What follows belongs to an exercise in optimizing a design on an open flow for small area; a production flow would make more cautious choices. Only simulation tests tie the RTL to the original design; equivalence was not proved. Power figures rest on the tool's default switching activity, not on a simulated workload.

==> exp/umber <==
==> flow/design.v (excerpt) <==
module ebi_periph_top #(
  parameter int NUM_UART = 2,
  parameter int NUM_GPIO = 3
) (
  input  logic                                clk,
  input  logic                                rst_i,
  input  logic                                cs_n_i,
  input  logic                                oe_n_i,
  input  logic [3:0]                          we_n_i,
  input  logic                                rd_wr_i,
  input  logic [hub_pkg::ADDR_W-1:0]          ebi_addr_i,
  input  logic [hub_pkg::DATA_W-1:0]          ebi_data_i,
  input  logic [NUM_UART-1:0]                 srx_i,
  input  logic [NUM_GPIO*hub_pkg::DATA_W-1:0] input_pad_i,    
  output logic [hub_pkg::DATA_W-1:0]          ebi_data_o,
  output logic                                ebi_data_oe_o,
  output logic [NUM_UART-1:0]                 stx_o,
  output logic [NUM_UART-1:0]                 uart_int_o,
  output logic [NUM_GPIO*hub_pkg::DATA_W-1:0] output_pad_o    
);
Settings: LEC_CHECK=0, CAP_MARGIN=20, CORE_MARGIN=2, CORE_UTILIZATION=40, CTS_BUF_LIST=sky130_fd_sc_hd__clkbuf_2 sky130_fd_sc_hd__clkbuf_4 sky130_fd_sc_hd__clkbuf_8, CTS_CLUSTER_SIZE=20, SLEW_MARGIN=20; clock period 5.0 ns.
run.sh (not shown) runs the stock make flow with config.mk's settings and CLKGATE_MAP_FILE= SYNTH_SCRIPT=/design/flow/synth_recipe.tcl, a recipe that flattens the netlist after the stock synthesis.
==> exp/maple (differences from exp/umber) <==
--- a/flow/design.v
+++ b/flow/design.v
@@ -125,22 +125,20 @@
   logic              rx_ready_q, overrun_q;
   logic              wr_en, rd_en, rdr_rd, sr_rd;
   assign wr_en    = wr_go_i && tg_i;
   assign rd_en    = rd_go_i && tg_i;
   assign tdr_wr_o = wr_en && (sel_i == UART_TDR);
   assign rdr_rd   = rd_en && (sel_i == UART_RDR);
   assign sr_rd    = rd_en && (sel_i == UART_SR);
+  logic cr_wr;
+  assign cr_wr = wr_en && sel_i == UART_CR;
   always_ff @(posedge clk) begin
-    if (rst_i) begin
-      cr_q <= '0;
-    end else if (wr_en && sel_i == UART_CR) begin
-      if (byte_en_i[0]) cr_q[7:0] <= wr_data_i[7:0];
-      if (byte_en_i[1]) cr_q[CR_DIV_MSB:8] <= wr_data_i[CR_DIV_MSB:8];
-      if (byte_en_i[2]) cr_q[CR_TX_IE:CR_RX_IE] <= wr_data_i[CR_TX_IE:CR_RX_IE];
-    end
+    if (rst_i || (cr_wr && byte_en_i[0])) cr_q[7:0] <= wr_data_i[7:0];
+    if (rst_i || (cr_wr && byte_en_i[1])) cr_q[CR_DIV_MSB:8] <= wr_data_i[CR_DIV_MSB:8];
+    if (rst_i || (cr_wr && byte_en_i[2])) cr_q[CR_TX_IE:CR_RX_IE] <= wr_data_i[CR_TX_IE:CR_RX_IE];
   end
   always_ff @(posedge clk) begin
     if (rst_i) begin
       rdr_q      <= '0;
       rx_ready_q <= 1'b0;
       overrun_q  <= 1'b0;
     end else begin
@@ -175,78 +173,84 @@
   input  logic [7:0]                tx_byte_i,
   input  logic                      srx_i,
   output logic                      stx_o,
   output logic                      tx_busy_o,
   output logic                      rx_valid_o,
   output logic [7:0]                rx_byte_o
 );
-  localparam logic [3:0] RX_VALID = 4'd10;
-  localparam logic [3:0] RX_IDLE  = 4'd15;
+  localparam logic [3:0] TX_IDLE   = 4'd1;
+  localparam logic [3:0] TX_PEND   = 4'd6;
+  localparam logic [3:0] TX_START  = 4'd7;
+  localparam logic [3:0] TX_STOP   = 4'd0;
+  localparam logic [3:0] RX_VALID  = 4'd10;
+  localparam logic [3:0] RX_IDLE_L = 4'd14;
+  localparam logic [3:0] RX_IDLE_H = 4'd15;
   logic [DIV_W-1:0] tx_tmr, rx_tmr;
   logic [3:0]       tx_cnt, rx_st;
   logic [7:0]       tx_byte, rx_sh;
   logic [1:0]       rx_sync;
-  logic             rx_prev, rx_busy;
-  assign tx_busy_o = (tx_cnt != 4'd0) && (tx_cnt != 4'd11);
-  always_ff @(posedge clk) begin
-    if (rst_i)                   tx_cnt <= 4'd0;
-    else if (tx_cnt == 4'd0)   begin if (tx_start_i) tx_cnt <= 4'd11; end
-    else if (tx_cnt == 4'd11)    tx_cnt <= 4'd10;
-    else if (tx_tmr == '0)       tx_cnt <= tx_cnt - 4'd1;
+  logic             rx_prev, rx_busy;   
+  logic [DIV_W:0]   tx_dz, rx_dz;
+  logic [DIV_W-1:0] tx_dec, rx_dec;
+  logic             tx_zero, rx_zero;
+  always_comb begin
+    tx_dz[0] = 1'b1;
+    rx_dz[0] = 1'b1;
+    for (int i = 0; i < DIV_W; i++) begin
+      tx_dz[i+1] = tx_dz[i] & !tx_tmr[i];
+      rx_dz[i+1] = rx_dz[i] & !rx_tmr[i];
+    end
   end
+  assign tx_zero = tx_dz[DIV_W];
+  assign tx_dec  = tx_tmr ^ tx_dz[DIV_W-1:0];
+  assign rx_zero = rx_dz[DIV_W];
+  assign rx_dec  = rx_tmr ^ rx_dz[DIV_W-1:0];
+  assign tx_busy_o = tx_cnt[3] || tx_cnt[2:0] == 3'd7 || tx_cnt[2:0] == 3'd0;
   always_ff @(posedge clk) begin
-    if (!tx_busy_o || tx_tmr == '0) tx_tmr <= divisor_i;
-    else                            tx_tmr <= tx_tmr - 1'b1;
+    if (rst_i)                    tx_cnt <= TX_IDLE;
+    else if (!tx_busy_o) begin
+      if (tx_cnt == TX_PEND)      tx_cnt <= TX_START;
+      else if (tx_start_i)        tx_cnt <= TX_PEND;
+    end else if (tx_zero)         tx_cnt <= tx_cnt + 4'd1;   
   end
   always_ff @(posedge clk) begin
-    if (tx_start_i && tx_cnt == 4'd0) tx_byte <= tx_byte_i;
+    if (!tx_busy_o || tx_zero) tx_tmr <= divisor_i;
+    else                       tx_tmr <= tx_dec;
   end
-  always_comb begin
-    case (tx_cnt)
-      4'd10:   stx_o = 1'b0;
-      4'd9:    stx_o = tx_byte[0];
-      4'd8:    stx_o = tx_byte[1];
-      4'd7:    stx_o = tx_byte[2];
-      4'd6:    stx_o = tx_byte[3];
-      4'd5:    stx_o = tx_byte[4];
-      4'd4:    stx_o = tx_byte[5];
-      4'd3:    stx_o = tx_byte[6];
-      4'd2:    stx_o = tx_byte[7];
-      default: stx_o = 1'b1;
-    endcase
+  always_ff @(posedge clk) begin
+    if (tx_start_i && !tx_busy_o) tx_byte <= tx_byte_i;
   end
+  assign stx_o = tx_cnt[3] ? tx_byte[tx_cnt[2:0]] : (tx_cnt[2:0] != 3'd7);
   always_ff @(posedge clk) begin
-    if (rst_i) begin
-      rx_sync <= 2'b11;
-      rx_prev <= 1'b1;
-    end else begin
-      rx_sync <= {rx_sync[0], srx_i};
-      rx_prev <= rx_sync[1];
-    end
+    if (rst_i) rx_sync <= 2'b11;
+    else       rx_sync <= {rx_sync[0], srx_i};
   end
+  assign rx_prev = (rx_st != RX_IDLE_L);
   assign rx_busy    = (rx_st < 4'd10);
   assign rx_valid_o = (rx_st == RX_VALID);
   always_ff @(posedge clk) begin
     if (rst_i) begin
-      rx_st <= RX_IDLE;
+      rx_st <= RX_IDLE_H;
     end else if (!rx_busy) begin
-      rx_st <= (rx_prev && !rx_sync[1]) ? 4'd0 : RX_IDLE;   
-    end else if (rx_tmr == '0) begin
-      if (rx_st == 4'd0)      rx_st <= rx_sync[1] ? RX_IDLE : 4'd1;          
-      else if (rx_st == 4'd9) rx_st <= rx_sync[1] ? RX_VALID : RX_IDLE;      
+      if (rx_sync[1])   rx_st <= RX_IDLE_H;
+      else if (rx_prev) rx_st <= 4'd0;        
+      else              rx_st <= RX_IDLE_L;
+    end else if (rx_zero) begin
+      if (rx_st == 4'd0)      rx_st <= rx_sync[1] ? RX_IDLE_H : 4'd1;         
+      else if (rx_st == 4'd9) rx_st <= rx_sync[1] ? RX_VALID : RX_IDLE_L;     
       else                    rx_st <= rx_st + 4'd1;
     end
   end
   always_ff @(posedge clk) begin
     if (!rx_busy)            rx_tmr <= divisor_i >> 1;   
-    else if (rx_tmr == '0)   rx_tmr <= divisor_i;
-    else                     rx_tmr <= rx_tmr - 1'b1;
+    else if (rx_zero)        rx_tmr <= divisor_i;
+    else                     rx_tmr <= rx_dec;
   end
   always_ff @(posedge clk) begin
-    if (rx_busy && rx_tmr == '0 && rx_st != 4'd0 && rx_st != 4'd9) begin
+    if (rx_busy && rx_zero && rx_st != 4'd0 && rx_st != 4'd9) begin
       rx_sh <= {rx_sync[1], rx_sh[7:1]};
     end
   end
   assign rx_byte_o = rx_sh;
 endmodule
 import hub_pkg::*;
 module gpio_bank #(
@@ -271,23 +275,21 @@
       case (early_bank_i)
         2'd0:    in_cap <= input_pad_i[0 +: DATA_W];
         2'd1:    in_cap <= input_pad_i[DATA_W +: DATA_W];
         default: in_cap <= input_pad_i[2*DATA_W +: DATA_W];
       endcase
     end
   end
+  logic wr_out;
+  assign wr_out = wr_go_i && tg_i && sub_i[0] == GPIO_OUT;
   always_ff @(posedge clk) begin
-    if (rst_i) begin
-      output_pad_o <= '0;
-    end else if (wr_go_i && tg_i && sub_i[0] == GPIO_OUT) begin
-      for (int b = 0; b < NUM_GPIO; b++) begin
-        for (int l = 0; l < 4; l++) begin
-          if (sub_i[2:1] == 2'(b) && byte_en_i[l])
-            output_pad_o[b*DATA_W + 8*l +: 8] <= wr_data_i[8*l +: 8];
-        end
+    for (int b = 0; b < NUM_GPIO; b++) begin
+      for (int l = 0; l < 4; l++) begin
+        if (rst_i || (wr_out && sub_i[2:1] == 2'(b) && byte_en_i[l]))
+          output_pad_o[b*DATA_W + 8*l +: 8] <= wr_data_i[8*l +: 8];
       end
     end
   end
   always_comb begin
     if (sub_i[0] == GPIO_IN) rd_word_o = in_cap;
     else case (sub_i[2:1])
       2'd0:    rd_word_o = output_pad_o[0 +: DATA_W];
@@ -318,15 +320,15 @@
   output logic [NUM_GPIO*hub_pkg::DATA_W-1:0] output_pad_o    
 );
   logic [2:1]        early_bank;
   logic              early_start;
   logic              tg_gpio;
   logic [1:0]        tg_uart;
   logic [2:0]        sub;
-  logic [DATA_W-1:0] wr_data;
+  logic [DATA_W-1:0] wr_data, wr_data_q;
   logic [3:0]        byte_en;
   logic              wr_go, rd_go;
   logic [DATA_W-1:0] gpio_word, rd_word;
   logic [DATA_W-1:0] uart_word [NUM_UART];
   ebi_slave ebi_slave_i (
     .clk(clk),
     .rst_i(rst_i),
@@ -340,15 +342,15 @@
     .ebi_data_oe_o(ebi_data_oe_o),
     .early_bank_o(early_bank),
     .early_start_o(early_start),
     .tg_gpio_o(tg_gpio),
     .tg_uart0_o(tg_uart[0]),
     .tg_uart1_o(tg_uart[1]),
     .sub_o(sub),
-    .wr_data_o(wr_data),
+    .wr_data_o(wr_data_q),
     .byte_en_o(byte_en),
     .wr_go_o(wr_go),
     .rd_go_o(rd_go),
     .rd_word_i(rd_word)
   );
   gpio_bank #(
     .NUM_GPIO(NUM_GPIO)
@@ -362,14 +364,15 @@
     .sub_i(sub),
     .wr_data_i(wr_data),
     .byte_en_i(byte_en),
     .wr_go_i(wr_go),
     .rd_word_o(gpio_word),
     .output_pad_o(output_pad_o)
   );
+  assign wr_data = wr_data_q & {DATA_W{~rst_i}};
   for (genvar g = 0; g < NUM_UART; g++) begin : g_uart
     logic             tdr_wr, tx_busy, rx_valid;
     logic [7:0]       rx_byte;
     logic [DIV_W-1:0] divisor;
     uart_regs uart_regs_i (
       .clk(clk),
       .rst_i(rst_i),
==> flow/flow/run.sh (new file) <==
#!/bin/bash
# Standard layout, with the smallest buffer cell for the port buffers and a
# clock tree without dummy loads.
set -euo pipefail
export BUFFER_PORTS_ARGS="-buffer_cell sky130_fd_sc_hd__buf_1"
export CTS_ARGS="-sink_clustering_enable -repair_clock_nets -dont_use_dummy_load -buf_list sky130_fd_sc_hd__clkbuf_16 -sink_clustering_size 25 -sink_clustering_max_diameter 50"
bash standard.sh > standard.log 2>&1
==> flow/standard.sh (new file) <==
#!/bin/bash
# synth_recipe.tcl (not shown) runs the flow's synth.tcl, then flattens the netlist and writes it again
# the make line also repeats each setting of config.mk as NAME=value (left out here)
make -C /OpenROAD-flow-scripts/flow DESIGN_CONFIG=/design/flow/config.mk WORK_HOME=/design/flow/orfs CLKGATE_MAP_FILE= SYNTH_SCRIPT=/design/flow/synth_recipe.tcl "${@:-finish}"
- CTS_BUF_LIST: sky130_fd_sc_hd__clkbuf_2 sky130_fd_sc_hd__clkbuf_4 sky130_fd_sc_hd__clkbuf_8 -> not set
- CTS_CLUSTER_SIZE: 20 -> not set
removed: flow/run.sh
==> exp/raven (differences from exp/umber) <==
==> flow/flow/run.sh (new file) <==
#!/bin/bash
# Standard layout, but the port buffers are the smallest buffer cell.
set -euo pipefail
export BUFFER_PORTS_ARGS="-buffer_cell sky130_fd_sc_hd__buf_1"
bash standard.sh > standard.log 2>&1
==> flow/standard.sh (new file) <==
#!/bin/bash
# synth_recipe.tcl (not shown) runs the flow's synth.tcl, then flattens the netlist and writes it again
# the make line also repeats each setting of config.mk as NAME=value (left out here)
make -C /OpenROAD-flow-scripts/flow DESIGN_CONFIG=/design/flow/config.mk WORK_HOME=/design/flow/orfs CLKGATE_MAP_FILE= SYNTH_SCRIPT=/design/flow/synth_recipe.tcl "${@:-finish}"
- CTS_BUF_LIST: sky130_fd_sc_hd__clkbuf_2 sky130_fd_sc_hd__clkbuf_4 sky130_fd_sc_hd__clkbuf_8 -> not set
- CTS_CLUSTER_SIZE: 20 -> not set
removed: flow/run.sh
==> run summary <==
Yosys:
- Each instance of the synthesized netlist takes up on average 11.8 µm².
- The post-synthesis cell area is 0.0183 mm².
- The synthesized-area fraction occupied by ao, oa, aoi and oai cells is 0.0865.

STA:
- The final hold slack is 0.361 ns.
- Static timing analysis puts the maximum clock frequency at 238 MHz.

Route:
- The number of optimization iterations in the first detailed-route pass is 6.

Setup path:
- The worst setup path is of the register to register kind.

Cells and area:
- The inverter count of the layout excluding clock inverters is 80.

Run status:
- The flow ran to the end and the layout has no timing, DRC or antenna violations.

Clocking:
- The count of H-tree levels built during CTS is 2.

Pwr:
- Combinational cells consume a total of 0.000595 W.

Die:
- The core area is 0.0453 mm².
- The cell row count is 78.
the above is filed under exp/maple

==> run summary <==
Yosys:
- The mean instance size in the synthesized netlist is 9.75 µm².
- The post-synthesis cell area is 0.0189 mm².

Die:
- After floorplanning, the core was divided into 79 placement rows.

Setup path:
- The category of the most critical setup path is register to output pin.

STA:
- The maximum operating frequency is between 200 and 300 MHz.

Cells and area:
- The inverter count of the layout excluding clock inverters is 30.

Run status:
- The run finished with no timing, DRC or antenna violations.

Clocking:
- The count of H-tree levels built during CTS is 3.
the above is filed under exp/umber

==> run summary <==
Pwr:
- The combinational cell power is 0.00211 W.
- Power comes to 0.00984 W.
- The total power density per cell area is ~450 mW/mm².

Route:
- The number of optimization iterations in the first detailed-route pass is 18.

Setup path:
- The category of the most critical setup path is register to output pin.

Run status:
- The flow ran to the end and the layout has no timing, DRC or antenna violations.

Yosys:
- In this run the cell area of the synthesized design comes to around 0.019 mm².
- The synthesized-area fraction occupied by ao, oa, aoi and oai cells is 0.124.

STA:
- The maximum operating frequency is 286 MHz.

Clocking:
- The count of H-tree levels built during CTS is 2.
the above is filed under exp/raven

## separate check: timing with driven ports
Ports are ideal in the flow. The routed layouts listed here were re-timed in OpenROAD.
Step 1 assumes that a clkbuf_16 drives the clock port and a buf_2 every other input.
Step 2 times the ports against the registers' clock, not the clock port: input delays grow and output delays shrink by t, the midpoint of the rising clock arrivals with the driver on.
Three values: ideal ports, drivers, drivers and shift; two values: the first two.
| run | t, ns | setup WS [ns] | worst setup path after step 2 | worst slew at a driven data input, ns |
|---|---|---|---|---|
| exp/umber | 0.695 | 1.045 / 0.994 / 1.689 | register to output | 0.07 |
| exp/maple | 0.601 | 0.790 / 0.790 / 0.790 | register to register | 0.08 |
| exp/raven | 0.639 | 1.507 / 1.454 / 1.912 | register to register | 0.06 |
After both steps every run listed still meets setup and hold.
